This is an optimization exercise on Yosys and OpenROAD, whose aim is small area, not a production implementation. Only simulation tests tie the RTL to the original design; equivalence was not proved. Power and IR drop assume default switching activity.

===== flow/config.mk =====
export PLATFORM = sky130hd
export DESIGN_NAME = rv_comb_core
export DESIGN_NICKNAME = rv_comb_core
export VERILOG_FILES = /design/flow/design.v
export SDC_FILE = /design/flow/constraint.sdc
export NUM_CORES = 4
export LEC_CHECK = 0
export CAP_MARGIN = 20
export CORE_MARGIN = 2
export CORE_UTILIZATION = 40
export SETUP_SLACK_MARGIN = 0.05
export SLEW_MARGIN = 20

===== flow/constraint.sdc =====
create_clock -name core_clock -period 13.0 [get_ports {clk}]
set_input_delay 2.6000 -clock core_clock [delete_from_list [all_inputs] [get_ports {clk}]]
set_output_delay 2.6000 -clock core_clock [all_outputs]
set_load 0.01 [all_outputs]

===== flow/design.v =====
`timescale 1ns/1ps
module rv_comb_core (
	input  logic        clk,
	input  logic        arst_n,
	output logic [31:0] insn_addr,
	input  logic [31:0] insn,
	input  logic        insn_valid,
	output logic        insn_complete,
	output logic        trap,
	output logic [4:0]  rs1_addr,
	output logic [4:0]  rs2_addr,
	output logic [4:0]  rd_addr,
	output logic        rs1_request,
	output logic        rs2_request,
	output logic        rd_request,
	input  logic [31:0] rs1_rdata,
	input  logic [31:0] rs2_rdata,
	output logic [31:0] rd_wdata,
	input  logic        rs1_ready,
	input  logic        rs2_ready,
	input  logic        rd_ready,
	output logic        mem_valid,
	input  logic        mem_ready,
	output logic [31:0] mem_addr,
	output logic [31:0] mem_wdata,
	output logic [3:0]  mem_wstrb,
	output logic [3:0]  mem_rmask,
	input  logic [31:0] mem_rdata
);
	logic [31:1] pc;
	logic [31:0] pc_full;
	assign pc_full = {pc, 1'b0};
	assign insn_addr = pc_full;
	logic [4:0] o;
	logic [2:0] f3;
	logic [6:0] f7;
	assign o  = insn[6:2];
	assign f3 = insn[14:12];
	assign f7 = insn[31:25];
	logic op_lui, op_auipc, op_jal, op_jalr, op_branch, op_load, op_store, op_imm, op_reg;
	assign op_lui    = (o == 5'b01101);
	assign op_auipc  = (o == 5'b00101);
	assign op_jal    = (o == 5'b11011);
	assign op_jalr   = (o == 5'b11001);
	assign op_branch = (o == 5'b11000);
	assign op_load   = (o == 5'b00000);
	assign op_store  = (o == 5'b01000);
	assign op_imm    = (o == 5'b00100);
	assign op_reg    = (o == 5'b01100);
	logic legal;
	always_comb begin
		legal = 1'b0;
		if (insn[1:0] == 2'b11) begin
			if (op_lui || op_auipc || op_jal) legal = 1'b1;
			if (op_jalr && f3 == 3'b000) legal = 1'b1;
			if (op_branch && f3[2:1] != 2'b01) legal = 1'b1;
			if (op_load && f3[1:0] != 2'b11 && f3 != 3'b110) legal = 1'b1;
			if (op_store && !f3[2] && f3[1:0] != 2'b11) legal = 1'b1;
			if (op_imm && (f3[1:0] != 2'b01 || f7 == 7'b0000000 || (f3[2] && f7 == 7'b0100000))) legal = 1'b1;
			if (op_reg && (f7 == 7'b0000000 || (f7 == 7'b0100000 && (f3 == 3'b000 || f3 == 3'b101)))) legal = 1'b1;
		end
	end
	logic v;
	assign v = insn_valid && legal;
	assign trap = insn_valid && !legal;
	logic use_rs1, use_rs2, use_rd;
	assign use_rs1 = op_jalr || op_branch || op_load || op_store || op_imm || op_reg;
	assign use_rs2 = op_branch || op_store || op_reg;
	assign use_rd  = op_lui || op_auipc || op_jal || op_jalr || op_load || op_imm || op_reg;
	logic nz1, nz2, nzd;
	assign nz1 = |insn[19:15];
	assign nz2 = |insn[24:20];
	assign nzd = |insn[11:7];
	assign rs1_addr = insn[19:15];
	assign rs2_addr = insn[24:20];
	assign rd_addr  = insn[11:7];
	assign rs1_request = v && use_rs1 && nz1;
	assign rs2_request = v && use_rs2 && nz2;
	assign rd_request  = v && use_rd && nzd;
	assign mem_valid   = v && (op_load || op_store);
	assign insn_complete = insn_valid &&
		(!rs1_request || rs1_ready) && (!rs2_request || rs2_ready) &&
		(!rd_request || rd_ready) && (!mem_valid || mem_ready);
	logic d_lui, d_auipc, d_jal, d_jalr, d_branch, d_load, d_alu, d_reg, d_store;
	assign d_lui    = o[3] & o[2] & o[0];
	assign d_auipc  = ~o[3] & o[2] & o[0];
	assign d_jal    = o[1];
	assign d_jalr   = o[4] & o[0] & ~o[1];
	assign d_branch = o[4] & ~o[0];
	assign d_load   = ~o[4] & ~o[3] & ~o[2];
	assign d_store  = ~o[4] & o[3] & ~o[2];
	assign d_alu    = o[2] & ~o[0];
	assign d_reg    = o[3] & o[2] & ~o[0];
	logic a_rs1, a_rev, a_pc, sleft;
	assign sleft = d_alu & (f3 == 3'b001);
	assign a_rs1 = nz1 & (~o[0] | d_jalr) & ~sleft;
	assign a_rev = nz1 & sleft;
	assign a_pc  = o[0] & ~(o[3] & o[2]) & ~d_jalr;
	logic [31:0] a;
	genvar i;
	generate
		for (i = 0; i < 32; i = i + 1) begin : g_opa
			assign a[i] = (rs1_rdata[i] & a_rs1) | (rs1_rdata[31-i] & a_rev) | (pc_full[i] & a_pc);
		end
	endgenerate
	logic [31:0] r2;
	assign r2 = rs2_rdata & {32{nz2}};
	logic imm_u, imm_j, imm_uj;
	assign imm_u  = o[2] & o[0];
	assign imm_j  = o[1];
	assign imm_uj = imm_u | imm_j;
	logic [31:0] imm_a;
	assign imm_a[0]     = imm_uj ? 1'b0 : d_store ? insn[7] : insn[20];
	assign imm_a[4:1]   = imm_u ? 4'b0 : d_store ? insn[11:8] : insn[24:21];
	assign imm_a[10:5]  = imm_u ? 6'b0 : insn[30:25];
	assign imm_a[11]    = imm_u ? 1'b0 : imm_j ? insn[20] : insn[31];
	assign imm_a[19:12] = imm_uj ? insn[19:12] : {8{insn[31]}};
	assign imm_a[31:20] = imm_u ? insn[31:20] : {12{insn[31]}};
	logic b_reg;
	assign b_reg = d_reg | d_branch;
	logic [31:0] b;
	assign b = b_reg ? r2 : imm_a;
	logic sub;
	assign sub = d_branch | (d_alu & ((f3[2:1] == 2'b01) | (d_reg & (f3 == 3'b000) & insn[30])));
	logic [31:0] bb, p, g, sum;
	logic [32:0] c;
	assign bb = b ^ {32{sub}};
	assign p  = a ^ bb;
	assign g  = a & bb;
	logic kill;
	logic [31:0] gk;
	assign kill = d_alu & f3[2] & ~(f3[1:0] == 2'b01);
	assign gk = g & {32{~kill}};
	logic [7:0] gg, gp;
	assign c[0] = sub;
	generate
		for (i = 0; i < 8; i = i + 1) begin : g_grp
			assign gg[i] = gk[4*i+3] | (p[4*i+3] & gk[4*i+2]) | (p[4*i+3] & p[4*i+2] & gk[4*i+1]) |
				(p[4*i+3] & p[4*i+2] & p[4*i+1] & gk[4*i]);
			assign gp[i] = &p[4*i+3:4*i];
			assign c[4*i+1] = gk[4*i] | (p[4*i] & c[4*i]);
			assign c[4*i+2] = gk[4*i+1] | (p[4*i+1] & c[4*i+1]);
			assign c[4*i+3] = gk[4*i+2] | (p[4*i+2] & c[4*i+2]);
			assign c[4*i+4] = gg[i] | (gp[i] & c[4*i]);
		end
	endgenerate
	assign sum = p ^ c[31:0];
	logic ltu, lt, eq, lts, taken;
	assign ltu = ~c[32];
	assign lt  = ltu ^ a[31] ^ b[31];
	assign eq  = &p;
	assign lts = (d_branch ? f3[1] : f3[0]) ? ltu : lt;
	assign taken = ((f3[2] ? lts : eq)) ^ f3[0];
	logic [4:0]  shamt;
	logic        sfill;
	logic [31:0] s0, s1, s2, s3, s4, shl;
	assign shamt = b[4:0];
	assign sfill = insn[30] & a[31] & f3[2];
	generate
		for (i = 0; i < 32; i = i + 1) begin : g_rev
			assign shl[i] = s4[31-i];
		end
	endgenerate
	assign s0 = shamt[0] ? {sfill, a[31:1]} : a;
	assign s1 = shamt[1] ? {{2{sfill}}, s0[31:2]} : s0;
	assign s2 = shamt[2] ? {{4{sfill}}, s1[31:4]} : s1;
	assign s3 = shamt[3] ? {{8{sfill}}, s2[31:8]} : s2;
	assign s4 = shamt[4] ? {{16{sfill}}, s3[31:16]} : s3;
	logic [31:0] imm_p;
	assign imm_p[4:2]   = d_branch ? insn[11:9] : 3'b001;
	assign imm_p[0]     = 1'b0;
	assign imm_p[1]     = d_branch & insn[8];
	assign imm_p[10:5]  = insn[30:25] & {6{d_branch}};
	assign imm_p[11]    = d_branch & insn[7];
	assign imm_p[31:12] = {20{d_branch & insn[31]}};
	logic [31:0] pt;
	logic [32:1] pc_c;
	assign pt[0] = 1'b0;
	assign pc_c[1] = 1'b0;
	generate
		for (i = 1; i < 32; i = i + 1) begin : g_pca
			assign pt[i] = pc_full[i] ^ imm_p[i] ^ pc_c[i];
			assign pc_c[i+1] = (pc_full[i] & imm_p[i]) | ((pc_full[i] ^ imm_p[i]) & pc_c[i]);
		end
	endgenerate
	logic        en;
	logic [31:1] inc;
	logic [32:2] ic;
	assign en = insn_complete && !trap;
	assign inc[1] = pc[1];
	assign ic[2] = en;
	generate
		for (i = 2; i < 32; i = i + 1) begin : g_inc
			assign inc[i] = pc[i] ^ ic[i];
			assign ic[i+1] = pc[i] & ic[i];
		end
	endgenerate
	logic [31:0] ld;
	logic        lsign;
	assign lsign = ~f3[2] & (f3[0] ? mem_rdata[15] : mem_rdata[7]);
	assign ld[7:0]   = mem_rdata[7:0];
	assign ld[15:8]  = (f3[1:0] == 2'b00) ? {8{lsign}} : mem_rdata[15:8];
	assign ld[31:16] = f3[1] ? mem_rdata[31:16] : {16{lsign}};
	logic e_ld, e_link, e_sum, e_g, e_shr, e_shl, e_slt;
	assign e_ld   = d_load;
	assign e_link = o[4] & o[0];
	assign e_sum  = (o[2] & o[0]) | (d_alu & ~f3[0] & ~(f3[1] & ~f3[2]));
	assign e_g    = d_alu & f3[2] & f3[1];
	assign e_shr  = d_alu & f3[2] & ~f3[1] & f3[0];
	assign e_shl  = d_alu & ~f3[2] & ~f3[1] & f3[0];
	assign e_slt  = d_alu & ~f3[2] & f3[1];
	assign rd_wdata = (ld & {32{e_ld}}) | (pt & {32{e_link}}) | (sum & {32{e_sum}}) |
		(g & {32{e_g}}) | (s4 & {32{e_shr}}) | (shl & {32{e_shl}}) | {31'b0, lts & e_slt};
	logic [3:0] msk;
	assign msk = {f3[1], f3[1], f3[1] | f3[0], 1'b1};
	assign mem_addr  = sum;
	assign mem_wdata = r2;
	assign mem_wstrb = d_store ? msk : 4'b0;
	assign mem_rmask = d_store ? 4'b0 : msk;
	logic e_j, e_bt;
	logic [31:1] pc_d;
	assign e_j  = en & o[4] & o[0];
	assign e_bt = en & d_branch & taken;
	assign pc_d = (sum[31:1] & {31{e_j}}) | (pt[31:1] & {31{e_bt}}) | (inc & {31{~(e_j | e_bt)}});
	always_ff @(posedge clk or negedge arst_n) begin
		if (!arst_n) pc <= 31'b0;
		else pc <= pc_d;
	end
endmodule

===== flow/flow/run.sh =====
#!/bin/bash
# Own layout flow: the standard flow, with these changes:
#  - synthesis maps with our own ABC script (flow/area.abc: area recovery under a delay target)
#    instead of ORFS's speed script, and leaves full/half adders to ABC rather than extracting
#    them first; everything else in synthesis is the standard script;
#  - ports are buffered with the smallest buffer (buf_1) instead of the default choice;
#  - the clock tree uses small clock buffers and no dummy loads.
set -euo pipefail
W=$PWD
# Synthesis script: synth_recipe.tcl with the abc command given our own ABC script
{
  head -n 1 synth_recipe.tcl
  cat <<EOT
proc extract_fa {args} {}
proc abc {args} {
  set i [lsearch -exact \$args -script]
  if {\$i >= 0} { set args [lreplace \$args \$i [expr {\$i + 1}]] }
  set j [lsearch -exact \$args -D]
  if {\$j >= 0} { set args [lreplace \$args \$j [expr {\$j + 1}]] }
  yosys abc -script $W/flow/area.abc {*}\$args
}
EOT
  tail -n +2 synth_recipe.tcl
} > own_synth.tcl
sed "s#SYNTH_SCRIPT=[^ ]*#SYNTH_SCRIPT=$W/own_synth.tcl#" standard.sh > own_standard.sh
export BUFFER_PORTS_ARGS="-buffer_cell sky130_fd_sc_hd__buf_1"
# Clock tree: the design has 31 flip-flops, so small clock buffers and no dummy loads
export CTS_ARGS="-sink_clustering_enable -repair_clock_nets -buf_list {sky130_fd_sc_hd__clkbuf_4 sky130_fd_sc_hd__clkbuf_8} -dont_use_dummy_load"
bash own_standard.sh > own_flow.log 2>&1

===== flow/flow/area.abc =====
strash
dc2
balance
 rewrite
 refactor
 balance
 rewrite
 rewrite -z
 balance
 refactor -z
 rewrite -z
 balance
dch -f
amap
topo

===== flow/standard.sh =====
#!/bin/bash
# synth_recipe.tcl (not shown) runs the flow's synth.tcl, then flattens the netlist and writes it again
# the make line also repeats each setting of config.mk as NAME=value (left out here)
make -C /OpenROAD-flow-scripts/flow DESIGN_CONFIG=/design/flow/config.mk WORK_HOME=/design/flow/orfs CLKGATE_MAP_FILE= SYNTH_SCRIPT=/design/flow/synth_recipe.tcl "${@:-finish}"

==> metrics.md, run 1 <==
| Metric | Value |
|---|---|
| Outcome | timing/DRC/antenna clean |
| Seq. cell area | 776 um2 |
| Slew Limit Fails | 0 |
| Placed instance count | 1925 |
| Global-route wire length before repair | 64.1 mm |
| Placed cell area | 9600 um2 |
| Syn Area/Cell | 5.82 um2 |
| Vias per inst | 6.39 |
| Register bit count reported by yosys | 31 |
| Largest net degree at the start of global routing | 41 |
| First-pass DRT Iterations | 9 |
| CP dominant cell by count | nand2_1 |
| Final Instance Area | 9910 um2 |
| Number of flip-flops in the largest register | 31 |
| TritonCTS clock tree | yes |
| Fin crit period | 12.47 ns |
| CP Max Fanout | 6 |
| Mapped Cells | 1324 |
| Tcrit/Tclk final | 95.9% |
| Insertion delay to the later sink of the worst-skew pair | 0.31 ns |
| DRC Markers | 0 |
| Initial antenna violation count | 0 |
| Count leader, synth | nor2_1 |
| Die Ht | 143 um |
| CTS sink count | 31 |
| Seq/Total Area, Yosys | 10.1% |
| Final Util | 52.6% |
| Leakage | 0.00338 uW |
| Synth async-reset ratio | 100% |
| Die Wd | 143 um |
| Total power | 1010 uW |
| Least-Margin Pin Slew | 0.960 ns |
| Setup Viol. Count Final | 0 |
| Full die area | 20400 um2 |
| Synthesis-to-finish area growth | 28.6% |
| Data required, critical path | 10.40 ns |
| WL per Instance | 23.0 um |
| Pwr dens | 102 nW/um2 |
| R2R depth | 44 |
| CTS root buffer | clkbuf_8 |
| Slowest CP cell | a222oi_1 |
| Worst Setup EP | rd_wdata[0] |
| Max stage delay on crit path | 0.56 ns |
| Crit path launch type | input port |
| Post-route setup TNS | 0 ns |
| Hold Crit Class | reg2reg |
| # fillers | 2076 |
| Synth Flop Type | dfrtp_1 |
| Hpwl dp | 35.2 mm |
| Nets | 1811 |
| Biggest regs | pc (31) |
| Final Hold Viols | 0 |
| Reg-to-reg slack, setup | 4.70 ns |
| EDFF count, synth | 0 |
| Clk slew on worst S/H paths | 0.07 ns |
| Synth area leaders | nor2_1 11%, o21ai_0 11%, dfrtp_1 10%, o22ai_1 9.3%, clkinv_1 8.4% |
| Fmax | 80.2 MHz |
| Max transition margin | 36.0% |
| Ratio of cells with drive above 1 in the final layout | 8.36% |
| Core box area | 18800 um2 |
| MaxCap Viol Count | 0 |
| RR Endpoint | pc[19]$_DFF_PN0_ |
| Starting Density | 40.9% |
| Multi-input gate area | 6430 um2 |
| Setup CP Type | in2out |
| Mapped cell area | 7710 um2 |
| Via count | 12400 |
| Crit path from | insn[3] |
| Share of the synthesized area in the top cell type | 11.3% |
| Gpl congestion | 1.03 |
| Synth area leader | nor2_1 |
| Clock Path Buffers | 2 |
| Clock Skews | 0.0101 ns |
| Mapped Nets | 1459 |
| Warnings, synthesis | 1 |
| Row count | 50 |
| CP Capture Type | primary output |
| IO Pins | 292 |
| Most frequent cells after synthesis | 233 x nor2_1, 172 x clkinv_1, 167 x o21ai_0 |
| First DRT Iteration DRCs | 1845 |
| Cts bufs inserted | 5 |
| Synth cell types | 41 |
| CTS H-tree lvls | 2 |
| Final WL | 44.5 mm |
| Antenna-violating nets left | 0 |
| Final non-filler cell total | 1935 |
| Largest Register | pc |
| VDD IR max | 0.0000648 V |
| All-layer global routing usage | 41.6% |
| GRT overflow | 0 |
| Arr. time, crit path | 9.87 ns |
| Worst r2r src | pc[1]$_DFF_PN0_ |
| RSZ-0062 raised after global routing | yes |
| Vias in the first global route | 10800 |
| IO buf count | 290 |
[through the flow]
stage	hold WS [ns]	setup WS, ns
final	0.605	0.529
after global placement	0.577	0.197
after global routing	0.647	-0.0331
after CTS	0.598	0.114
after detailed placement	0.582	-0.0392
after floorplan	0.566	0.0820
[critical path, delay by kind of cell]
kind,cells,cell delay (ns)
buf+inv,4,0.74
compound gates,24,4.70
simple gates,16,1.82
[worst min path at each step]
stage,startpoint,end,cells after the start
2_1_floorplan,pc[1]$_DFF_PN0_,pc[1]$_DFF_PN0_,2
3_3_place_gp,pc[1]$_DFF_PN0_,pc[1]$_DFF_PN0_,2
3_5_place_dp,pc[1]$_DFF_PN0_,pc[1]$_DFF_PN0_,2
4_1_cts,pc[1]$_DFF_PN0_,pc[1]$_DFF_PN0_,2
5_1_grt,pc[1]$_DFF_PN0_,pc[1]$_DFF_PN0_,2
6_report,pc[1]$_DFF_PN0_,pc[1]$_DFF_PN0_,2
[cells in the final DEF (no fill, tap or decap), types with 5 or more instances in the layout]
cell type and count:
buf_1 286, nor2_1 222, clkinv_1 163, o21ai_0 150, nand2_1 129, o22ai_1 113
a21oi_1 102, buf_4 74, o221ai_1 49, nor2b_1 36, a222oi_1 31, dfrtp_1 31
o22a_1 30, a22oi_1 28, o21a_1 26, nor3_1 22, or2_0 19, o211ai_1 15
o21ai_2 14, or4_1 10, o32ai_1 9, o2111ai_1 9, nor4_1 7, o221a_1 7
nor2_4 6, inv_2 6, nor2_2 5, nand3_1 5, clkbuf_8 5
[repair_timing]
action | in CTS | in global routing
setup buffers | 0 | 4
gates resized for setup | 3 | 72
hold buffers | 0 | 0
pin swaps | 0 | 10
setup endpoints to repair | 1 | 14
[power breakdown]
| group | switching, uW | internal, uW | total [uW] |
|---|---|---|---|
| Sequential | 39.5 | 122 | 162 |
| Clock | 44.4 | 34.6 | 79.1 |
| Combinational | 517 | 253 | 770 |
[routing by layer]
layer / vias to the layer above / GRT usage, % / share of wire (%)
met2: 915 / 63.3 / 43
met1: 5591 / 56.3 / 41
met5: - / 0 / 0
met4: 0 / 17.6 / 4.6
met3: 127 / 9.79 / 12
li1: 5739 / - / -
[cells by family (layout without fill, tap and decap cells)]
| group | count (synthesis) | in the layout | synth area share [%] |
|---|---|---|---|
| AO/OA/AOI/OAI | 621 | 621 | 52.9 |
| buffers and inverters | 191 | 541 | 10.2 |
| flip-flops | 31 | 31 | 10.1 |
| other | 1 | 2 | 0.0487 |
| AND/OR/NAND/NOR | 480 | 480 | 26.7 |
[final cells by class]
class | instances | share of cell area [%]
timing repair buffer | 364 | 16.6
sequential | 31 | 7.83
clock buffer | 5 | 0.694
multi-input combinational | 1102 | 64.9
tap | 260 | 3.28
antenna | 1 | 0.0253
inverter | 172 | 6.63
==> run 2, diff against run 1 <==
--- a/flow/design.v
+++ b/flow/design.v
@@ -132,7 +132,7 @@
 	assign kill = d_alu & f3[2] & ~(f3[1:0] == 2'b01);
 	assign gk = g & {32{~kill}};
 	logic [7:0] gg, gp;
-	assign c[0] = sub;
+	logic       hg, hp;
 	generate
 		for (i = 0; i < 8; i = i + 1) begin : g_grp
 			assign gg[i] = gk[4*i+3] | (p[4*i+3] & gk[4*i+2]) | (p[4*i+3] & p[4*i+2] & gk[4*i+1]) |
@@ -141,9 +141,19 @@
 			assign c[4*i+1] = gk[4*i] | (p[4*i] & c[4*i]);
 			assign c[4*i+2] = gk[4*i+1] | (p[4*i+1] & c[4*i+1]);
 			assign c[4*i+3] = gk[4*i+2] | (p[4*i+2] & c[4*i+2]);
-			assign c[4*i+4] = gg[i] | (gp[i] & c[4*i]);
-		end
-	endgenerate
+		end
+	endgenerate
+	assign hg = gg[3] | (gp[3] & gg[2]) | (gp[3] & gp[2] & gg[1]) | (gp[3] & gp[2] & gp[1] & gg[0]);
+	assign hp = &gp[3:0];
+	assign c[0]  = sub;
+	assign c[4]  = gg[0] | (gp[0] & c[0]);
+	assign c[8]  = gg[1] | (gp[1] & c[4]);
+	assign c[12] = gg[2] | (gp[2] & c[8]);
+	assign c[16] = hg | (hp & c[0]);
+	assign c[20] = gg[4] | (gp[4] & c[16]);
+	assign c[24] = gg[5] | (gp[5] & c[20]);
+	assign c[28] = gg[6] | (gp[6] & c[24]);
+	assign c[32] = gg[7] | (gp[7] & c[28]);
 	assign sum = p ^ c[31:0];
 	logic ltu, lt, eq, lts, taken;
 	assign ltu = ~c[32];
==> flow/flow/area.abc (replaced) <==
strash
balance
rewrite
refactor
balance
rewrite
rewrite -z
balance
refactor -z
rewrite -z
balance
dc2
balance
rewrite
refactor
balance
rewrite
rewrite -z
balance
refactor -z
rewrite -z
balance
dch -f
amap
topo
==> metrics.md, run 2 <==
| Metric | Value |
|---|---|
| Least-Margin Pin Slew | 1.01 ns (+0.0515 ns) |
| CTS H-tree lvls | 2 (unchanged) |
| Mapped Nets | 1453 (-0.41%) |
| Clock Path Buffers | 2 (unchanged) |
| Largest Register | pc |
| Synthesis-to-finish area growth | 24.8% |
| Core box area | 18800 um2 (unchanged) |
| Fmax | 81.6 MHz (+1.7%) |
| Count leader, synth | nor2_1 |
| Final Instance Area | 9620 um2 (-2.9%) |
| Synth area leader | o21ai_0 |
| Final Hold Viols | 0 (unchanged) |
| Clk slew on worst S/H paths | 0.07 ns (about the same) |
| CTS Hold Buffers Added | 0 (unchanged) |
| Die Wd | 143 um (about the same) |
| All-layer global routing usage | 42.3% (+0.65 points) |
| Via count | 12300 (-0.35%) |
| Mapped cell area | 7710 um2 (about the same) |
| First-pass DRT Iterations | 9 (unchanged) |
| CP dominant cell by count | nand2_1 |
| Commonest non-fill, non-tap cell in the layout | buf_1 |
| Antenna-violating nets left | 0 (unchanged) |
| Nets | 1785 (-1.4%) |
| CP Max Fanout | 18 (+12) |
| Data required, critical path | 10.40 ns (about the same) |
| # fillers | 2088 (+0.58%) |
| Vias per inst | 6.46 (+1.1%) |
| Max transition margin | 32.5% (-3.4 points) |
| Cts bufs inserted | 5 (unchanged) |
| Leakage | 0.00324 uW (-4.1%) |
| Synth Flop Type | dfrtp_1 |
| Tcrit/Tclk final | 94.3% (-1.6 points) |
| Gpl congestion | 1.05 (+1.8%) |
| Starting Density | 40.9% (about the same) |
| Placed cell area | 9440 um2 (-1.8%) |
| Ratio of cells with drive above 1 in the final layout | 6.13% (-2.2 points) |
| Commonest non-fill, non-tap cells in the layout | 286 x buf_1, 201 x nor2_1, 175 x o21ai_0, 153 x clkinv_1, 145 x nand2_1 |
| TritonCTS clock tree | yes |
| First DRT Iteration DRCs | 1544 (-16%) |
| MaxCap Viol Count | 0 (unchanged) |
| Arr. time, crit path | 9.66 ns (-0.21 ns) |
| ANT cells | 0 (-1) |
| Global-route wire length before repair | 65.1 mm (+1.6%) |
| Pwr dens | 109 nW/um2 (+6.4%) |
| Syn Area/Cell | 5.85 um2 (+0.44%) |
| IO Pins | 292 (unchanged) |
| Vias in the first global route | 10900 (+0.69%) |
| Post-route setup TNS | 0 ns (unchanged) |
| Seq/Total Area, Yosys | 10.1% (about the same) |
| Fin crit period | 12.26 ns (-0.214 ns) |
| RSZ-0062 raised after global routing | no |
| IO buf count | 290 (unchanged) |
| Slowest CP cell | a21oi_2 |
| Setup CP Type | in2out |
| Synth cell types | 41 (unchanged) |
| Insertion delay to the later sink of the worst-skew pair | 0.32 ns (about the same) |
| Hold Crit Class | reg2reg |
| Full die area | 20400 um2 (about the same) |
| VDD IR max | 0.0000638 V (-1.5%) |
| Hpwl dp | 35.1 mm (-0.26%) |
| Share of the synthesized area in the top cell type | 12.7% (+1.4 points) |
| Warnings, synthesis | 1 (unchanged) |
| Final WL | 44.8 mm (+0.82%) |
| GRT overflow | 0 (unchanged) |
| Setup Viol. Count Final | 0 (unchanged) |
| Mapped Cells | 1318 (-0.45%) |
| CTS sink count | 31 (unchanged) |
| Most frequent cells after synthesis | 209 x nor2_1, 196 x o21ai_0, 157 x clkinv_1 |
| Row count | 50 (unchanged) |
| Final Util | 51.1% (-1.5 points) |
| Synth async-reset ratio | 100% (unchanged) |
| Biggest regs | pc (31) |
| DRC Markers | 0 (unchanged) |
| CTS root buffer | clkbuf_8 |
| Number of flip-flops in the largest register | 31 (unchanged) |
| Outcome | timing/DRC/antenna clean |
| CP Capture Type | primary output |
| Slew Limit Fails | 0 (unchanged) |
| Max stage delay on crit path | 0.27 ns (-0.29 ns) |
| Clock Skews | 0.0102 ns (+0.000152 ns) |
| WL per Instance | 23.5 um (+2.2%) |
| Die Ht | 143 um (about the same) |
| EDFF count, synth | 0 (unchanged) |
| Synth area leaders | o21ai_0 13%, o22ai_1 10%, nor2_1 10%, dfrtp_1 10%, clkinv_1 7.6% |
| Crit path launch type | input port |
| Register bit count reported by yosys | 31 (unchanged) |
| Largest net degree at the start of global routing | 39 (-4.9%) |
| Initial antenna violation count | 0 (unchanged) |
[run 2: path summary, 6_finish.rpt]
kind,slack [ns],end,from,depth (start not counted)
worst min-delay path,0.63,pc[1]$_DFF_PN0_,pc[1]$_DFF_PN0_,2
worst min register to register,0.63,pc[1]$_DFF_PN0_,pc[1]$_DFF_PN0_,2
min in group asynchronous,2.44,pc[26]$_DFF_PN0_,arst_n,1
worst max-delay path,0.74,rd_wdata[0],insn[4],43
worst max register to register,4.77,pc[24]$_DFF_PN0_,pc[1]$_DFF_PN0_,38
max in group asynchronous,9.92,pc[17]$_DFF_PN0_,arst_n,1
[run 2: layout make-up]
type	instances	area, um2	share of cell area [%]
clock buffers	5	68.8	0.715
inverters	157	593	6.17
multi-input cells	1111	6350	66.0
flip-flops and latches	31	776	8.07
well taps	260	325	3.38
repair buffers	344	1500	15.6
[run 2: routing by layer]
metal  routed length (um)  GRT usage (%)
met4                 2060           16.3
met1                17900           55.3
met2                19200           66.0
met3                 5680           11.9
met5                    0              0
[run 2: worst max-delay path, delay by kind of cell]
family                 cells  cell delay (ns)
AO/OA/AOI/OAI             20             3.62
buffers and inverters      8             1.38
AND/OR/NAND/NOR           15             2.07
[run 2: metrics by stage]
step / cells / power [uW] / hold slack (ns) / setup WS (ns)
after global placement: 1901 / 920 / 0.558 / 0.259
after floorplan: 1318 / 640 / 0.567 / 0.204
after detailed placement: 1901 / 919 / 0.582 / 0.0270
final: 1908 / 1040 / 0.625 / 0.743
after CTS: 1906 / 1000 / 0.603 / 0.155
after global routing: 1908 / 1110 / 0.639 / 0.0622
[run 2: timing repair]
| item | in CTS | in global routing |
|---|---|---|
| pin swaps | 0 | 7 |
| endpoints found under the setup margin | 1 | 9 |
| buffers inserted | 0 | 2 |
| resized for setup | 2 | 52 |
[run 2: logic make-up (layout without fill, tap and decap cells)]
logic type | after synthesis | after routing | synth area share, %
buffers and inverters | 176 | 506 | 9.50
AOI/OAI and AO/OA | 657 | 657 | 55.4
and+or+nand+nor | 453 | 453 | 24.9
other | 1 | 1 | 0.0487
DFF | 31 | 31 | 10.1
[run 2: where the power goes]
group	switching [uW]	total, uW	internal, uW
Combinational	540	793	253
Clock	47.5	82.2	34.7
Sequential	45.4	169	123
Total	633	1040	411
==> run 3, diff against run 2 <==
--- a/flow/config.mk
+++ b/flow/config.mk
@@ -8,5 +8,5 @@
 export CAP_MARGIN = 20
 export CORE_MARGIN = 2
 export CORE_UTILIZATION = 40
-export SETUP_SLACK_MARGIN = 0.05
+export SETUP_SLACK_MARGIN = -0.1
 export SLEW_MARGIN = 20
==> metrics.md, run 3 <==
| Metric | Value |
|---|---|
| CTS sink count | 31 (unchanged) |
| Largest net degree at the start of global routing | 39 (unchanged) |
| Full die area | 20400 um2 (unchanged) |
| Arr. time, crit path | 9.81 ns (+0.15 ns) |
| Synth cell types | 41 (unchanged) |
| VDD IR max | 0.0000638 V (-0.12%) |
| Setup Viol. Count Final | 0 (unchanged) |
| Post-route setup TNS | 0 ns (unchanged) |
| Die Ht | 143 um (unchanged) |
| Slowest CP cell | a222oi_1 |
| CP Capture Type | primary output |
| Crit path launch type | input port |
| Leakage | 0.00323 uW (-0.31%) |
| IO buf count | 290 (unchanged) |
| Nets | 1784 (-0.056%) |
| Pre-CTS setup slack | 0.0270 ns (unchanged) |
| RR Endpoint | pc[1]$_DFF_PN0_ |
| Most frequent cells after synthesis | 209 x nor2_1, 196 x o21ai_0, 157 x clkinv_1 |
| Ratio of cells with drive above 1 in the final layout | 5.77% (-0.36 points) |
| Max transition margin | 32.4% (-0.11 points) |
| Reg-to-reg slack, setup | 4.71 ns (-0.06 ns) |
| Antenna-violating nets left | 0 (unchanged) |
| Synthesis-to-finish area growth | 24.5% |
| Final Hold Viols | 0 (unchanged) |
| Number of flip-flops in the largest register | 31 (unchanged) |
| Synth area leader | o21ai_0 |
| Row count | 50 (unchanged) |
| Hold Crit Class | reg2reg |
| GRT overflow | 0 (unchanged) |
| Max stage delay on crit path | 0.73 ns (+0.46 ns) |
| Data required, critical path | 10.40 ns (about the same) |
| Initial antenna violation count | 1 (+1) |
| CP bufs+invs | 6 (-2) |
| Biggest regs | pc (31) |
| Synth Flop Type | dfrtp_1 |
| Mapped Nets | 1453 (unchanged) |
| Via count | 12300 (-0.49%) |
| Seq. cell area | 776 um2 (unchanged) |
| First-pass DRT Iterations | 9 (unchanged) |
| Pwr dens | 109 nW/um2 (about the same) |
| WL per Instance | 23.5 um (about the same) |
| Hpwl dp | 35.1 mm (unchanged) |
| Insertion delay to the later sink of the worst-skew pair | 0.32 ns (about the same) |
| Worst r2r src | pc[1]$_DFF_PN0_ |
| Register bit count reported by yosys | 31 (unchanged) |
| Slew Limit Fails | 0 (unchanged) |
| Multi-input gate area | 6340 um2 (-0.20%) |
| Commonest non-fill, non-tap cells in the layout | 287 x buf_1, 202 x nor2_1, 179 x o21ai_0, 153 x clkinv_1, 146 x nand2_1 |
| All-layer global routing usage | 42.3% (about the same) |
| Commonest non-fill, non-tap cell in the layout | buf_1 |
| CP Max Fanout | 22 (+4) |
| Outcome | timing/DRC/antenna clean |
| Fin crit period | 12.41 ns (+0.151 ns) |
| Syn Area/Cell | 5.85 um2 (unchanged) |
| DRC Markers | 0 (unchanged) |
| Gpl congestion | 1.05 (unchanged) |
| Synth area leaders | o21ai_0 13%, o22ai_1 10%, nor2_1 10%, dfrtp_1 10%, clkinv_1 7.6% |
| EDFF count, synth | 0 (unchanged) |
| Setup CP Type | in2out |
| MaxCap Viol Count | 0 (unchanged) |
| Core box area | 18800 um2 (unchanged) |
| Worst Hold Launch | pc[1]$_DFF_PN0_ |
| TritonCTS clock tree | yes |
| Tcrit/Tclk final | 95.4% (+1.2 points) |
| Hold Crit Depth | 2 (unchanged) |
| Clock Path Buffers | 2 (unchanged) |
| Mapped Cells | 1318 (unchanged) |
| Clk slew on worst S/H paths | 0.08 ns (about the same) |
| First DRT Iteration DRCs | 1598 (+3.5%) |
| Least-Margin Pin Slew | 1.01 ns (+0.00159 ns) |
| Top delay family on crit path | compound AO/OA/AOI/OAI gates |
| CTS root buffer | clkbuf_8 |
| # fillers | 2094 (+0.29%) |
| Mapped cell area | 7710 um2 (unchanged) |
| Vias per inst | 6.43 (-0.43%) |
| Share of the synthesized area in the top cell type | 12.7% (unchanged) |
| CTS H-tree lvls | 2 (unchanged) |
| CP dominant cell by count | nand2_1 |
| Count leader, synth | nor2_1 |
| WHS Endpoint | pc[1]$_DFF_PN0_ |
| Synth async-reset ratio | 100% (unchanged) |
| Seq/Total Area, Yosys | 10.1% (unchanged) |
| Global-route wire length before repair | 65.1 mm (about the same) |
| Die Wd | 143 um (unchanged) |
| Largest Register | pc |
| Worst Slack Setup Final | 0.592 ns (-0.151 ns) |
| Clock Skews | 0.0127 ns (+0.00243 ns) |
| Starting Density | 40.9% (unchanged) |
| Warnings, synthesis | 1 (unchanged) |
| R2R depth | 38 (unchanged) |
| ANT cells | 0 (unchanged) |
| Final WL | 44.8 mm (about the same) |
| Vias in the first global route | 10900 (-0.055%) |
| IO Pins | 292 (unchanged) |
| Fmax | 80.6 MHz (-1.2%) |
| Cts bufs inserted | 5 (unchanged) |
[run 3: cell counts after synthesis]
No cell type changed its count.
[run 3: worst max path at each step]
stage | from | to | slack, ns | depth (start not counted)
6_report | insn[12] | rd_wdata[0] | 0.59 | 39
4_1_cts | insn[6] | rd_wdata[31] | 0.008 | 69
3_3_place_gp | insn[6] | rd_wdata[31] | 0.26 | 68
2_1_floorplan | insn[22] | rd_wdata[27] | 0.20 | 34
3_5_place_dp | insn[6] | rd_wdata[31] | 0.03 | 69
5_1_grt | insn[6] | rd_wdata[31] | -0.07 | 68
[run 3: per-layer routing]
layer | part of all wire [%] | global-route usage, %
met5 | 0 | 0
met4 | 4.1 | 15.7
met3 | 13 | 11.7
met2 | 43 | 66.3
met1 | 39 | 55.3
[run 3: worst min-delay path: cells and delay by family, from the launching register on]
kind	cells	cell delay, ns
DFF	1	0.42
AOI/OAI and AO/OA	1	0.08
and+or+nand+nor	1	0.07
[run 3: logic make-up (layout without fill, tap and decap cells)]
group	after synthesis	count (layout)	synth area share, %
AO/OA/AOI/OAI	657	657	55.4
buffers and inverters	176	505	9.50
other	1	1	0.0487
AND/OR/NAND/NOR	453	453	24.9
flip-flops	31	31	10.1
[run 3: metrics by stage]
stage	std cells	hold slack, ns	utilization, %	total power, uW	cell area [um2]
after floorplan	1318	0.567	-	640	7730
after global placement	1901	0.558	50.1	920	9440
after detailed placement	1901	0.582	50.1	919	9440
after CTS	1906	0.603	50.5	1000	9500
after global routing	1907	0.639	51.0	1110	9600
final	1907	0.622	51.0	1040	9600
[run 3: power breakdown]
part | switching [uW] | leakage (uW) | internal [uW]
Combinational | 539 | 0.00281 | 252
Clock | 47.2 | 0.0000359 | 34.7
Sequential | 46.1 | 0.000389 | 123
Total | 632 | 0.00323 | 410
[run 3: layout make-up]
| type | count | share of cell area (%) |
|---|---|---|
| flip-flops and latches | 31 | 8.08 |
| multi-input cells | 1111 | 66.1 |
| inverters | 157 | 6.18 |
| repair buffers | 343 | 15.6 |
| well taps | 260 | 3.39 |
| clock buffers | 5 | 0.717 |
[run 3: repair_timing]
action	CTS	global route
resized for setup	0	45
setup buffers	0	1
hold buffers	0	0
setup endpoints to repair	0	7
==> run 4, diff against run 3 <==
--- a/flow/flow/run.sh
+++ b/flow/flow/run.sh
@@ -1,6 +1,6 @@
 #!/bin/bash
 # Own layout flow: the standard flow, with these changes:
-#  - synthesis maps with our own ABC script (flow/area.abc: area recovery under a delay target)
+#  - synthesis maps with our own area-oriented ABC script (flow/area.abc)
 #    instead of ORFS's speed script, and leaves full/half adders to ABC rather than extracting
 #    them first; everything else in synthesis is the standard script;
 #  - ports are buffered with the smallest buffer (buf_1) instead of the default choice;
==> metrics.md, run 4 <==
| Metric | Value |
|---|---|
| Outcome | timing/DRC/antenna clean |
| Via count | 12300 (unchanged) |
| Insertion delay to the later sink of the worst-skew pair | 0.32 ns (about the same) |
| Data required, critical path | 10.40 ns (about the same) |
| Most frequent cells after synthesis | 209 x nor2_1, 196 x o21ai_0, 157 x clkinv_1 |
| CP Max Fanout | 22 (unchanged) |
| Worst r2r src | pc[1]$_DFF_PN0_ |
| Share of the synthesized area in the top cell type | 12.7% (unchanged) |
| Slew Limit Fails | 0 (unchanged) |
| Crit path launch type | input port |
| Syn Area/Cell | 5.85 um2 (unchanged) |
| Clk slew on worst S/H paths | 0.08 ns (about the same) |
| Commonest non-fill, non-tap cells in the layout | 287 x buf_1, 202 x nor2_1, 179 x o21ai_0, 153 x clkinv_1, 146 x nand2_1 |
| Largest Register | pc |
| Clock Skews | 0.0127 ns (unchanged) |
| Biggest regs | pc (31) |
| Setup CP Type | in2out |
| DRC Markers | 0 (unchanged) |
| Vias per inst | 6.43 (unchanged) |
| Cts bufs inserted | 5 (unchanged) |
| Fmax | 80.6 MHz (unchanged) |
| Synth area leader | o21ai_0 |
| Count leader, synth | nor2_1 |
| Final Hold Viols | 0 (unchanged) |
| EDFF count, synth | 0 (unchanged) |
| Mapped Cells | 1318 (unchanged) |
| Register bit count reported by yosys | 31 (unchanged) |
| IO buf count | 290 (unchanged) |
| # fillers | 2094 (unchanged) |
| Hpwl dp | 35.1 mm (unchanged) |
| Ratio of cells with drive above 1 in the final layout | 5.77% (unchanged) |
| TritonCTS clock tree | yes |
| Slowest CP cell | a222oi_1 |
| Worst Setup EP | rd_wdata[0] |
| Reg-to-reg slack, setup | 4.71 ns (about the same) |
| Warnings, synthesis | 1 (unchanged) |
| MaxCap Viol Count | 0 (unchanged) |
| Antenna-violating nets left | 0 (unchanged) |
| Hold Crit Class | reg2reg |
| Initial antenna violation count | 1 (unchanged) |
| Number of flip-flops in the largest register | 31 (unchanged) |
| Seq/Total Area, Yosys | 10.1% (unchanged) |
| Fin Hold WS | 0.622 ns (unchanged) |
| Synth area leaders | o21ai_0 13%, o22ai_1 10%, nor2_1 10%, dfrtp_1 10%, clkinv_1 7.6% |
| Leakage | 0.00323 uW (unchanged) |
| CTS H-tree lvls | 2 (unchanged) |
| CTS sink count | 31 (unchanged) |
| Setup Viol. Count Final | 0 (unchanged) |
| Core box area | 18800 um2 (unchanged) |
| Fin crit period | 12.41 ns (unchanged) |
| First-pass DRT Iterations | 9 (unchanged) |
| Starting Density | 40.9% (unchanged) |
| CP Capture Type | primary output |
| Pre-CTS setup slack | 0.0270 ns (unchanged) |
| Tcrit/Tclk final | 95.4% (unchanged) |
| GRT overflow | 0 (unchanged) |
| All-layer global routing usage | 42.3% (unchanged) |
| ANT cells | 0 (unchanged) |
| Vias in the first global route | 10900 (unchanged) |
| Pwr dens | 109 nW/um2 (unchanged) |
| Mapped Nets | 1453 (unchanged) |
| Commonest non-fill, non-tap cell in the layout | buf_1 |
| Synth async-reset ratio | 100% (unchanged) |
| Final non-filler cell total | 1907 (unchanged) |
| Largest net degree at the start of global routing | 39 (unchanged) |
| Synthesis-to-finish area growth | 24.5% (unchanged) |
| RR Endpoint | pc[1]$_DFF_PN0_ |
| Placed instance count | 1901 (unchanged) |
| WL per Instance | 23.5 um (unchanged) |
| Arr. time, crit path | 9.81 ns (about the same) |
| Synth cell types | 41 (unchanged) |
| Placed cell area | 9440 um2 (unchanged) |
| Full die area | 20400 um2 (unchanged) |
| Final WL | 44.8 mm (unchanged) |
| Gpl congestion | 1.05 (unchanged) |
| Max transition margin | 32.4% (unchanged) |
| Die Ht | 143 um (unchanged) |
| CP dominant cell by count | nand2_1 |
| Die Wd | 143 um (unchanged) |
| Least-Margin Pin Slew | 1.01 ns (unchanged) |
| Synth Flop Type | dfrtp_1 |
| Final Instance Area | 9600 um2 (unchanged) |
| Crit path from | insn[12] |
| Row count | 50 (unchanged) |
| First DRT Iteration DRCs | 1598 (unchanged) |
| Global-route wire length before repair | 65.1 mm (unchanged) |
| Clock Path Buffers | 2 (unchanged) |
| VDD IR max | 0.0000638 V (unchanged) |
| Max stage delay on crit path | 0.73 ns (about the same) |
| IO Pins | 292 (unchanged) |
| Mapped cell area | 7710 um2 (unchanged) |
| CTS root buffer | clkbuf_8 |
| Nets | 1784 (unchanged) |
| R2R depth | 38 (unchanged) |
| Worst Slack Setup Final | 0.592 ns (unchanged) |
==> run 4: cell counts after synthesis <==
No cell type changed its count.
==> run 4: what timing repair did <==
| item | 4_1_cts | 5_1_grt |
|---|---|---|
| hold buffers | 0 | 0 |
| gates resized for setup | 0 | 45 |
| buffers inserted | 0 | 1 |
| endpoints found under the hold margin | 0 | 0 |
| endpoints found under the setup margin | 0 | 7 |
==> run 4: metrics by stage <==
step | utilization [%] | power, uW | TNS, ns
after global routing | 51.0 | 1110 | -0.123
after global placement | 50.1 | 920 | 0
after floorplan | - | 640 | 0
after CTS | 50.5 | 1000 | 0
final | 51.0 | 1040 | 0
after detailed placement | 50.1 | 919 | 0
==> run 4: routing by layer <==
| layer | vias to the layer above | wire [um] | track usage, % |
|---|---|---|---|
| li1 | 5696 | - | - |
| met1 | 5571 | 17600 | 55.3 |
| met2 | 881 | 19300 | 66.3 |
| met3 | 121 | 6030 | 11.7 |
| met4 | 0 | 1840 | 15.7 |
| met5 | - | 0 | 0 |
==> run 4: layout make-up <==
cell class                      instances  area, um2  area share [%]
Multi-Input combinational cell       1111       6340            66.1
Timing Repair Buffer                  343       1490            15.6
Sequential cell                        31        776            8.08
Inverter                              157        593            6.18
Tap cell                              260        325            3.39
Clock buffer                            5       68.8           0.717
==> run 4: worst min-delay path by stage <==
stage                     slack (ns)         endpoint  cells past startpoint             from
final                           0.62  pc[1]$_DFF_PN0_                      2  pc[1]$_DFF_PN0_
after global routing            0.64  pc[1]$_DFF_PN0_                      2  pc[1]$_DFF_PN0_
after CTS                       0.60  pc[1]$_DFF_PN0_                      2  pc[1]$_DFF_PN0_
after detailed placement        0.58  pc[1]$_DFF_PN0_                      2  pc[1]$_DFF_PN0_
after global placement          0.56  pc[1]$_DFF_PN0_                      2  pc[1]$_DFF_PN0_
after floorplan                 0.57  pc[1]$_DFF_PN0_                      2  pc[1]$_DFF_PN0_
==> run 4: power by group <==
group / switching [uW] / total (uW) / internal, uW
clock network: 47.2 / 81.9 / 34.7
registers: 46.1 / 169 / 123
logic: 539 / 791 / 252
total: 632 / 1040 / 410
==> run 4: worst max-delay path, delay by kind of cell <==
| family | cells | cell delay (ns) |
|---|---|---|
| buffers and inverters | 6 | 1.25 |
| AND/OR/NAND/NOR | 18 | 2.54 |
| AO/OA/AOI/OAI | 15 | 3.40 |
==> run 4: cell families after synthesis <==
| logic type | synth area share, % |
|---|---|
| AOI/OAI and AO/OA | 55.4 |
| buffers and inverters | 9.50 |
| DFF | 10.1 |
| other | 0.0487 |
| and+or+nand+nor | 24.9 |
==> run 5, diff against run 4 <==
--- a/flow/config.mk
+++ b/flow/config.mk
@@ -5,8 +5,8 @@
 export SDC_FILE = /design/flow/constraint.sdc
 export NUM_CORES = 4
 export LEC_CHECK = 0
-export CAP_MARGIN = 20
+export CAP_MARGIN = 5
 export CORE_MARGIN = 2
 export CORE_UTILIZATION = 40
 export SETUP_SLACK_MARGIN = -0.1
-export SLEW_MARGIN = 20
+export SLEW_MARGIN = 5
==> metrics.md, run 5 <==
| Metric | Value |
|---|---|
| Full die area | 20400 um2 (unchanged) |
| Biggest regs | pc (31) |
| WHS Endpoint | pc[1]$_DFF_PN0_ |
| Reg-to-reg slack, setup | 4.71 ns (about the same) |
| Ratio of cells with drive above 1 in the final layout | 5.77% (unchanged) |
| ANT cells | 0 (unchanged) |
| Nets | 1784 (unchanged) |
| Synth area leader | o21ai_0 |
| CP Capture Type | primary output |
| Synth cell types | 41 (unchanged) |
| Core box area | 18800 um2 (unchanged) |
| CP dominant cell by count | nand2_1 |
| Fmax | 80.6 MHz (unchanged) |
| Die Wd | 143 um (unchanged) |
| Via count | 12300 (unchanged) |
| Mapped Nets | 1453 (unchanged) |
| Leakage | 0.00323 uW (unchanged) |
| Final Hold Viols | 0 (unchanged) |
| CTS H-tree lvls | 2 (unchanged) |
| Mapped cell area | 7710 um2 (unchanged) |
| Outcome | timing/DRC/antenna clean |
| Worst Hold Launch | pc[1]$_DFF_PN0_ |
| Global-route wire length before repair | 65.1 mm (unchanged) |
| Largest Register | pc |
| Most frequent cells after synthesis | 209 x nor2_1, 196 x o21ai_0, 157 x clkinv_1 |
| IO Pins | 292 (unchanged) |
| WL per Instance | 23.5 um (unchanged) |
| Syn Area/Cell | 5.85 um2 (unchanged) |
| Final Util | 51.0% (unchanged) |
| Vias per inst | 6.43 (unchanged) |
| Insertion delay to the later sink of the worst-skew pair | 0.32 ns (about the same) |
| Clock Path Buffers | 2 (unchanged) |
| Vias in the first global route | 10900 (unchanged) |
| Max transition margin | 32.4% (unchanged) |
| First-pass DRT Iterations | 9 (unchanged) |
| R2R depth | 38 (unchanged) |
| Setup Viol. Count Final | 0 (unchanged) |
| Share of the synthesized area in the top cell type | 12.7% (unchanged) |
| Gpl congestion | 1.05 (unchanged) |
| Pwr dens | 109 nW/um2 (unchanged) |
| VDD IR max | 0.0000638 V (unchanged) |
| Slowest CP cell | a222oi_1 |
| Setup CP Type | in2out |
| Number of flip-flops in the largest register | 31 (unchanged) |
| TritonCTS clock tree | yes |
| Clock Skews | 0.0127 ns (unchanged) |
| Hold Crit Class | reg2reg |
| Synth area leaders | o21ai_0 13%, o22ai_1 10%, nor2_1 10%, dfrtp_1 10%, clkinv_1 7.6% |
| Seq/Total Area, Yosys | 10.1% (unchanged) |
| Antenna-violating nets left | 0 (unchanged) |
| Commonest non-fill, non-tap cells in the layout | 287 x buf_1, 202 x nor2_1, 179 x o21ai_0, 153 x clkinv_1, 146 x nand2_1 |
| Hpwl dp | 35.1 mm (unchanged) |
| Row count | 50 (unchanged) |
| Initial antenna violation count | 1 (unchanged) |
| DRC Markers | 0 (unchanged) |
| Register bit count reported by yosys | 31 (unchanged) |
| All-layer global routing usage | 42.3% (unchanged) |
| IO buf count | 290 (unchanged) |
| Warnings, synthesis | 1 (unchanged) |
| CP Max Fanout | 22 (unchanged) |
| Cts bufs inserted | 5 (unchanged) |
| Final WL | 44.8 mm (unchanged) |
| Least-Margin Pin Slew | 1.01 ns (unchanged) |
| Tcrit/Tclk final | 95.4% (unchanged) |
| Arr. time, crit path | 9.81 ns (about the same) |
| Slew Limit Fails | 0 (unchanged) |
| CTS sink count | 31 (unchanged) |
| GRT overflow | 0 (unchanged) |
| CTS root buffer | clkbuf_8 |
| Mapped Cells | 1318 (unchanged) |
| Synthesis-to-finish area growth | 24.5% (unchanged) |
| Crit path launch type | input port |
| First DRT Iteration DRCs | 1598 (unchanged) |
| Count leader, synth | nor2_1 |
| Max stage delay on crit path | 0.73 ns (about the same) |
| Clk slew on worst S/H paths | 0.08 ns (about the same) |
| Hold Crit Depth | 2 (unchanged) |
| Worst r2r src | pc[1]$_DFF_PN0_ |
| Synth Flop Type | dfrtp_1 |
| Synth async-reset ratio | 100% (unchanged) |
| Data required, critical path | 10.40 ns (about the same) |
| Fin crit period | 12.41 ns (unchanged) |
| Die Ht | 143 um (unchanged) |
| Total power | 1040 uW (unchanged) |
| EDFF count, synth | 0 (unchanged) |
| RR Endpoint | pc[1]$_DFF_PN0_ |
| Starting Density | 40.9% (unchanged) |
| Largest net degree at the start of global routing | 39 (unchanged) |
| Commonest non-fill, non-tap cell in the layout | buf_1 |
| MaxCap Viol Count | 0 (unchanged) |
==> run 5: repair_timing <==
| item | 4_1_cts | 5_1_grt |
|---|---|---|
| gates resized for setup | 0 | 45 |
| hold buffers | 0 | 0 |
| buffers inserted | 0 | 1 |
| setup endpoints to repair | 0 | 7 |
==> run 5: power by group <==
| part | internal [uW] | total, uW | switching (uW) |
|---|---|---|---|
| clock | 34.7 | 81.9 | 47.2 |
| combinational | 252 | 791 | 539 |
| sequential | 123 | 169 | 46.1 |
==> run 5: per-layer routing <==
metal	GRT usage (%)	wire [um]	vias to the layer above
met1	55.3	17600	5571
met3	11.7	6030	121
met4	15.7	1840	0
li1	-	-	5696
met5	0	0	-
met2	66.3	19300	881
==> run 5: area by class of cell <==
cell class                      instances  area, um2
Sequential cell                        31        776
Fill cell                            2094       9230
Clock buffer                            5       68.8
Inverter                              157        593
Multi-Input combinational cell       1111       6340
Tap cell                              260        325
Timing Repair Buffer                  343       1490
==> run 5: through the flow <==
step	worst slack [ns]	instances	hold slack, ns	cell area (um2)	TNS, ns
after detailed placement	0.0270	1901	0.582	9440	0
final	0.592	1907	0.622	9600	0
after floorplan	0.204	1318	0.567	7730	0
after CTS	0.00827	1906	0.603	9500	0
after global placement	0.259	1901	0.558	9440	0
after global routing	-0.0730	1907	0.639	9600	-0.123
==> run 5: worst max-delay path: cells and delay by family <==
family / cells / cell delay (ns)
AOI/OAI and AO/OA: 15 / 3.40
buffers and inverters: 6 / 1.25
and+or+nand+nor: 18 / 2.54
==> run 5: cell families after synthesis <==
group / count (synthesis) / synth area share, %
AO/OA/AOI/OAI: 657 / 55.4
AND/OR/NAND/NOR: 453 / 24.9
buffers and inverters: 176 / 9.50
flip-flops: 31 / 10.1
other: 1 / 0.0487
==> run 5: worst max-delay path by stage <==
stage / start / cells after the start / to
detailed placement: insn[6] / 69 / rd_wdata[31]
floorplan: insn[22] / 34 / rd_wdata[27]
finish: insn[12] / 39 / rd_wdata[0]
global route: insn[6] / 68 / rd_wdata[31]
CTS: insn[6] / 69 / rd_wdata[31]
global placement: insn[6] / 68 / rd_wdata[31]
==> run 6, diff against run 5 <==
--- a/flow/flow/run.sh
+++ b/flow/flow/run.sh
@@ -4,7 +4,8 @@
 #    instead of ORFS's speed script, and leaves full/half adders to ABC rather than extracting
 #    them first; everything else in synthesis is the standard script;
 #  - ports are buffered with the smallest buffer (buf_1) instead of the default choice;
-#  - the clock tree uses small clock buffers and no dummy loads.
+#  - the clock tree uses small clock buffers and no dummy loads;
+#  - timing is repaired after global routing only, not also after clock tree synthesis.
 set -euo pipefail
 W=$PWD
 # Synthesis script: synth_recipe.tcl with the abc command given our own ABC script
@@ -26,4 +27,7 @@
 export BUFFER_PORTS_ARGS="-buffer_cell sky130_fd_sc_hd__buf_1"
 # Clock tree: the design has 31 flip-flops, so small clock buffers and no dummy loads
 export CTS_ARGS="-sink_clustering_enable -repair_clock_nets -buf_list {sky130_fd_sc_hd__clkbuf_4 sky130_fd_sc_hd__clkbuf_8} -dont_use_dummy_load"
+# No timing repair right after clock tree synthesis: the repair after global routing,
+# with better parasitics, does it
+export SKIP_CTS_REPAIR_TIMING=1
 bash own_standard.sh > own_flow.log 2>&1
--- a/flow/flow/area.abc
+++ b/flow/flow/area.abc
@@ -9,7 +9,16 @@
 refactor -z
 rewrite -z
 balance
-dc2
+balance
+rewrite
+refactor
+balance
+rewrite
+rewrite -z
+balance
+refactor -z
+rewrite -z
+balance
 balance
 rewrite
 refactor
--- a/flow/config.mk
+++ b/flow/config.mk
@@ -5,8 +5,8 @@
 export SDC_FILE = /design/flow/constraint.sdc
 export NUM_CORES = 4
 export LEC_CHECK = 0
-export CAP_MARGIN = 5
+export CAP_MARGIN = 20
 export CORE_MARGIN = 2
 export CORE_UTILIZATION = 40
 export SETUP_SLACK_MARGIN = -0.1
-export SLEW_MARGIN = 5
+export SLEW_MARGIN = 20
==> metrics.md, run 6 <==
| Metric | Value |
|---|---|
| Outcome | timing/DRC/antenna clean |
| Synth cell types | 42 (+2.4%) |
| Global-route wire length before repair | 64.7 mm (-0.54%) |
| EDFF count, synth | 0 (unchanged) |
| CP Capture Type | primary output |
| DRC Markers | 0 (unchanged) |
| Final WL | 45.1 mm (+0.55%) |
| Worst Hold Launch | pc[14]$_DFF_PN0_ |
| Largest net degree at the start of global routing | 34 (-13%) |
| Worst r2r src | pc[3]$_DFF_PN0_ |
| CTS sink count | 31 (unchanged) |
| First-pass DRT Iterations | 14 (+5) |
| Max transition margin | 27.6% (-4.9 points) |
| Via count | 12600 (+2.8%) |
| Slew Limit Fails | 0 (unchanged) |
| Pwr dens | 108 nW/um2 (-0.85%) |
| Hpwl dp | 34.7 mm (-1.4%) |
| Die Ht | 143 um (-0.12%) |
| RR Endpoint | pc[8]$_DFF_PN0_ |
| Core box area | 18800 um2 (-0.33%) |
| Vias per inst | 6.65 (+3.4%) |
| Full die area | 20300 um2 (-0.24%) |
| Max stage delay on crit path | 0.70 ns (-0.03 ns) |
| MaxCap Viol Count | 0 (unchanged) |
| Hold Crit Class | reg2reg |
| Clock Path Buffers | 2 (unchanged) |
| Synthesis-to-finish area growth | 25.0% |
| Commonest non-fill, non-tap cells in the layout | 284 x buf_1, 228 x nor2_1, 169 x o21ai_0, 157 x clkinv_1, 138 x nand2_1 |
| Synth area leader | o21ai_0 |
| Slowest CP cell | nor2_2 |
| Tcrit/Tclk final | 95.2% (-0.23 points) |
| Synth Flop Type | dfrtp_1 |
| Mapped Cells | 1327 (+0.68%) |
| WL per Instance | 23.8 um (+1.1%) |
| Final Util | 51.2% (+0.26 points) |
| Reg-to-reg slack, setup | 4.73 ns (+0.02 ns) |
| Fin crit period | 12.38 ns (-0.0299 ns) |
| Die Wd | 143 um (-0.12%) |
| Crit path launch type | input port |
| TritonCTS clock tree | yes |
| Cts bufs inserted | 5 (unchanged) |
| Nets | 1799 (+0.84%) |
| Synth async-reset ratio | 100% (unchanged) |
| Number of flip-flops in the largest register | 31 (unchanged) |
| Synth area leaders | o21ai_0 12%, nor2_1 11%, dfrtp_1 10%, o22ai_1 9.8%, clkinv_1 7.9% |
| Final Hold Viols | 0 (unchanged) |
| WHS Endpoint | pc[14]$_DFF_PN0_ |
| Mapped Nets | 1462 (+0.62%) |
| CTS H-tree lvls | 2 (unchanged) |
| Gpl congestion | 1.00 (-4.6%) |
| Vias in the first global route | 11100 (+2.2%) |
| ANT cells | 0 (unchanged) |
| Mapped cell area | 7690 um2 (-0.24%) |
| Commonest non-fill, non-tap cell in the layout | buf_1 |
| Antenna-violating nets left | 0 (unchanged) |
| R2R depth | 34 (-11%) |
| Register bit count reported by yosys | 31 (unchanged) |
| CP Max Fanout | 18 (-18%) |
| Fmax | 80.8 MHz (+0.24%) |
| Count leader, synth | nor2_1 |
| CP dominant cell by count | nand2_1 |
| Largest Register | pc |
| IO Pins | 292 (unchanged) |
| First DRT Iteration DRCs | 1605 (+0.44%) |
| Hold Crit Depth | 2 (unchanged) |
| Share of the synthesized area in the top cell type | 12.2% (-0.49 points) |
| GRT overflow | 0 (unchanged) |
| Clk slew on worst S/H paths | 0.07 ns (about the same) |
| Setup CP Type | in2out |
| Initial antenna violation count | 0 (-1) |
| Row count | 50 (unchanged) |
| Least-Margin Pin Slew | 1.09 ns (+0.0733 ns) |
| Starting Density | 41.0% (about the same) |
| Data required, critical path | 10.40 ns (about the same) |
| Biggest regs | pc (31) |
| Most frequent cells after synthesis | 234 x nor2_1, 188 x o21ai_0, 161 x clkinv_1 |
| Ratio of cells with drive above 1 in the final layout | 6.74% (+0.97 points) |
| CTS root buffer | clkbuf_8 |
| Syn Area/Cell | 5.79 um2 (-0.92%) |
| Leakage | 0.00321 uW (-0.61%) |
| IO buf count | 290 (unchanged) |
| Warnings, synthesis | 1 (unchanged) |
| Seq/Total Area, Yosys | 10.1% (+0.025 points) |
| All-layer global routing usage | 41.9% (-0.33 points) |
| Insertion delay to the later sink of the worst-skew pair | 0.33 ns (about the same) |
| Setup Viol. Count Final | 0 (unchanged) |
| VDD IR max | 0.0000831 V (+30%) |
| Post-route setup TNS | 0 ns (unchanged) |
| Clock Skews | 0.0150 ns (+0.00236 ns) |
| Arr. time, crit path | 9.78 ns (-0.03 ns) |
## run 6: changes by cell type after synthesis, sizes merged, moves of 6 or more
cell / change
a21oi: +6
o22a: -14
a32oi: +6
o221ai: +12
a211oi: +7
or2: -17
nor2: +25
o2111ai: -8
o21ai: -8
nand2: -6
## run 6: area by class of cell
| type | instances | area [um2] |
|---|---|---|
| fill | 2133 | 9160 |
| multi-input combinational | 1116 | 6330 |
| timing repair buffer | 349 | 1540 |
| sequential | 31 | 776 |
| inverter | 161 | 604 |
| tap | 234 | 293 |
| clock buffer | 5 | 68.8 |
## run 6: logic make-up (layout without fill, tap and decap cells)
family / Yosys count / after routing / synth area share, %
AO/OA/AOI/OAI: 654 / 654 / 55.3
AND/OR/NAND/NOR: 461 / 461 / 24.9
buffers and inverters: 180 / 515 / 9.72
other: 1 / 1 / 0.0488
flip-flops: 31 / 31 / 10.1
## run 6: metrics by stage
stage	setup WS (ns)	std cells	instance area (um2)	power, uW	hold slack (ns)
final	0.622	1896	9610	1040	0.652
after global routing	-0.181	1896	9610	1100	0.680
after CTS	-0.0604	1894	9490	994	0.644
after detailed placement	-0.0366	1889	9420	909	0.625
after global placement	0.180	1889	9420	913	0.622
after floorplan	-0.0226	1327	7710	634	0.617
## run 6: worst max path at each step
stage               startpoint      endpoint  slack, ns  depth (start not counted)
floorplan              insn[6]  rd_wdata[30]      -0.02                         34
global placement       insn[6]  rd_wdata[31]       0.18                         69
detailed placement     insn[6]  rd_wdata[31]      -0.04                         69
CTS                    insn[6]  rd_wdata[31]      -0.06                         69
global route           insn[6]  rd_wdata[31]      -0.18                         68
finish                 insn[2]   rd_wdata[0]       0.62                         36
## run 6: critical path, delay by kind of cell
family          cells  cell delay, ns
simple gates       19            3.12
compound gates     15            3.63
buf+inv             2            0.40
## run 6: power by group
group | switching [uW] | internal (uW)
Sequential | 43.5 | 123
Combinational | 533 | 252
Clock | 48.8 | 34.8
## run 6: per-layer routing
layer	up-vias	global-route usage, %	share of wire, %
met3	162	9.69	12
li1	5753	-	-
met5	-	0	0
met2	954	64.0	43
met4	0	21.5	5.4
met1	5743	55.2	39
==> run 7, diff against run 6 <==
--- a/flow/flow/run.sh
+++ b/flow/flow/run.sh
@@ -1,6 +1,6 @@
 #!/bin/bash
 # Own layout flow: the standard flow, with these changes:
-#  - synthesis maps with our own area-oriented ABC script (flow/area.abc)
+#  - synthesis maps with our own ABC script (flow/area.abc: area recovery under a delay target)
 #    instead of ORFS's speed script, and leaves full/half adders to ABC rather than extracting
 #    them first; everything else in synthesis is the standard script;
 #  - ports are buffered with the smallest buffer (buf_1) instead of the default choice;
==> flow/flow/area.abc (replaced) <==
strash
balance
rewrite
refactor
balance
rewrite
rewrite -z
balance
refactor -z
rewrite -z
balance
dc2
balance
rewrite
refactor
balance
rewrite
rewrite -z
balance
refactor -z
rewrite -z
balance
dch -f
amap
topo
--- a/flow/config.mk
+++ b/flow/config.mk
@@ -8,5 +8,5 @@
 export CAP_MARGIN = 20
 export CORE_MARGIN = 2
 export CORE_UTILIZATION = 40
-export SETUP_SLACK_MARGIN = -0.1
+export SETUP_SLACK_MARGIN = 0.0
 export SLEW_MARGIN = 20
==> metrics.md, run 7 <==
| Metric | Value |
|---|---|
| Outcome | timing/DRC/antenna clean |
| Antenna-violating nets left | 0 (unchanged) |
| Synth area leader | o21ai_0 |
| Ratio of cells with drive above 1 in the final layout | 6.01% (-0.73 points) |
| Max stage delay on crit path | 0.71 ns (about the same) |
| Final Instance Area | 9610 um2 (unchanged) |
| Logic pwr share | 76.0% (+0.2 points) |
| Cts bufs inserted | 5 (unchanged) |
| First-pass DRT Iterations | 8 (-6) |
| Largest net degree at the start of global routing | 39 (+15%) |
| Insertion delay to the later sink of the worst-skew pair | 0.31 ns (-0.02 ns) |
| Mapped cell area | 7710 um2 (+0.24%) |
| Setup CP Type | in2out |
| Clock Path Buffers | 2 (unchanged) |
| Die Ht | 143 um (+0.12%) |
| Hold Crit Class | reg2reg |
| Number of flip-flops in the largest register | 31 (unchanged) |
| Vias in the first global route | 10900 (-2.1%) |
| Arr. time, crit path | 9.66 ns (-0.12 ns) |
| Data required, critical path | 10.40 ns (about the same) |
| CTS H-tree lvls | 2 (unchanged) |
| Synth Flop Type | dfrtp_1 |
| Setup Viol. Count Final | 0 (unchanged) |
| Via count | 12300 (-2.3%) |
| Crit path launch type | input port |
| Synth async-reset ratio | 100% (unchanged) |
| Initial antenna violation count | 1 (+1) |
| Vias per inst | 6.46 (-2.9%) |
| Clk slew on worst S/H paths | 0.08 ns (about the same) |
| CP Max Fanout | 22 (+4) |
| Pint | 411 uW (+0.14%) |
| Clock share of power | 7.8% (-0.3 points) |
| Synthesis-to-finish area growth | 24.7% |
| Least-Margin Pin Slew | 0.999 ns (-0.0872 ns) |
| Slowest CP cell | a222oi_1 |
| Synth area leaders | o21ai_0 13%, o22ai_1 10%, nor2_1 10%, dfrtp_1 10%, clkinv_1 7.6% |
| Die Wd | 143 um (+0.12%) |
| Pwr dens | 109 nW/um2 (+0.82%) |
| Final WL | 44.8 mm (-0.53%) |
| NetSw | 633 uW (+1.3%) |
| Max transition margin | 32.7% (+5.1 points) |
| Fin crit period | 12.26 ns (-0.113 ns) |
| Post-route setup TNS | 0 ns (unchanged) |
| Register bit count reported by yosys | 31 (unchanged) |
| VDD IR max | 0.0000639 V (-23%) |
| Seq/Total Area, Yosys | 10.1% (-0.025 points) |
| TritonCTS clock tree | yes |
| Count leader, synth | nor2_1 |
| Seq pwr share | 16.2% (about the same) |
| Switching Share | 60.6% (+0.27 points) |
| Share of the synthesized area in the top cell type | 12.7% (+0.49 points) |
| Mapped Nets | 1453 (-0.62%) |
| DRC Markers | 0 (unchanged) |
| Synth cell types | 41 (-2.4%) |
| MaxCap Viol Count | 0 (unchanged) |
| Core box area | 18800 um2 (+0.33%) |
| Full die area | 20400 um2 (+0.24%) |
| Fmax | 81.5 MHz (+0.92%) |
| CTS root buffer | clkbuf_8 |
| Leakage | 0.00324 uW (+0.92%) |
| Mapped Cells | 1318 (-0.68%) |
| ANT cells | 0 (unchanged) |
| # fillers | 2092 (-1.9%) |
| Hpwl dp | 35.1 mm (+1.4%) |
| Final Hold Viols | 0 (unchanged) |
| Synth Area in Adders | 0% (unchanged) |
| EDFF count, synth | 0 (unchanged) |
| Tcrit/Tclk final | 94.3% (-0.87 points) |
| Largest family of logic cells by synthesized area | compound AO/OA/AOI/OAI gates |
| Biggest regs | pc (31) |
| Nets | 1785 (-0.78%) |
## run 7: through the flow
stage | utilization, % | instances | setup WS (ns) | hold WS [ns] | total power (uW)
after floorplan | - | 1318 | 0.204 | 0.567 | 640
after global placement | 50.1 | 1901 | 0.259 | 0.558 | 920
after detailed placement | 50.1 | 1901 | 0.0270 | 0.582 | 919
after CTS | 50.5 | 1906 | 0.00827 | 0.603 | 1000
after global routing | 51.0 | 1908 | 0.0143 | 0.639 | 1110
final | 51.0 | 1908 | 0.735 | 0.616 | 1040
## run 7: path summary, 6_finish.rpt
path                                      start                to  cells after the start
worst max-delay path                   insn[12]       rd_wdata[0]                     39
worst min-delay path            pc[1]$_DFF_PN0_   pc[1]$_DFF_PN0_                      2
worst max register to register  pc[1]$_DFF_PN0_   pc[5]$_DFF_PN0_                     38
worst min register to register  pc[1]$_DFF_PN0_   pc[1]$_DFF_PN0_                      2
max in group asynchronous                arst_n  pc[13]$_DFF_PN0_                      1
min in group asynchronous                arst_n  pc[26]$_DFF_PN0_                      1
## run 7: area by class of cell
class	instances	area [um2]	area share [%]
Clock buffer	5	68.8	0.716
Inverter	157	593	6.17
Multi-Input combinational cell	1111	6350	66.0
Sequential cell	31	776	8.07
Tap cell	260	325	3.38
Timing Repair Buffer	344	1500	15.6
## run 7: worst max-delay path: cells and delay by family
kind | cells | cell delay (ns)
and+or+nand+nor | 18 | 2.50
buffers and inverters | 6 | 1.29
AOI/OAI and AO/OA | 15 | 3.25
## run 7: cell families after synthesis
logic type	Yosys count
compound gates	657
simple gates	453
buf+inv	176
flops	31
other cells	1
## run 7: per-layer routing
| layer | wire length [um] | vias to the layer above | track usage, % |
|---|---|---|---|
| met5 | 0 | - | 0 |
| met3 | 5550 | 131 | 11.7 |
| met4 | 1940 | 0 | 15.7 |
| li1 | - | 5704 | - |
| met1 | 18000 | 5637 | 55.3 |
| met2 | 19300 | 851 | 66.3 |
## run 7: power groups by stage
stage	combinational, uW	clock, uW	sequential (uW)
floorplan	473	0	167
global placement	752	0	168
detailed placement	751	0	168
CTS	755	82.3	166
global route	854	84.5	171
finish	793	81.5	169

Check on run 7: ideal ports give 0.735 ns setup slack; a clkbuf_16 on the clock port and buf_2 on the inputs give 0.697 ns; moving port delays by the midpoint clock arrival (0.350 ns) as well gives 0.697 ns.
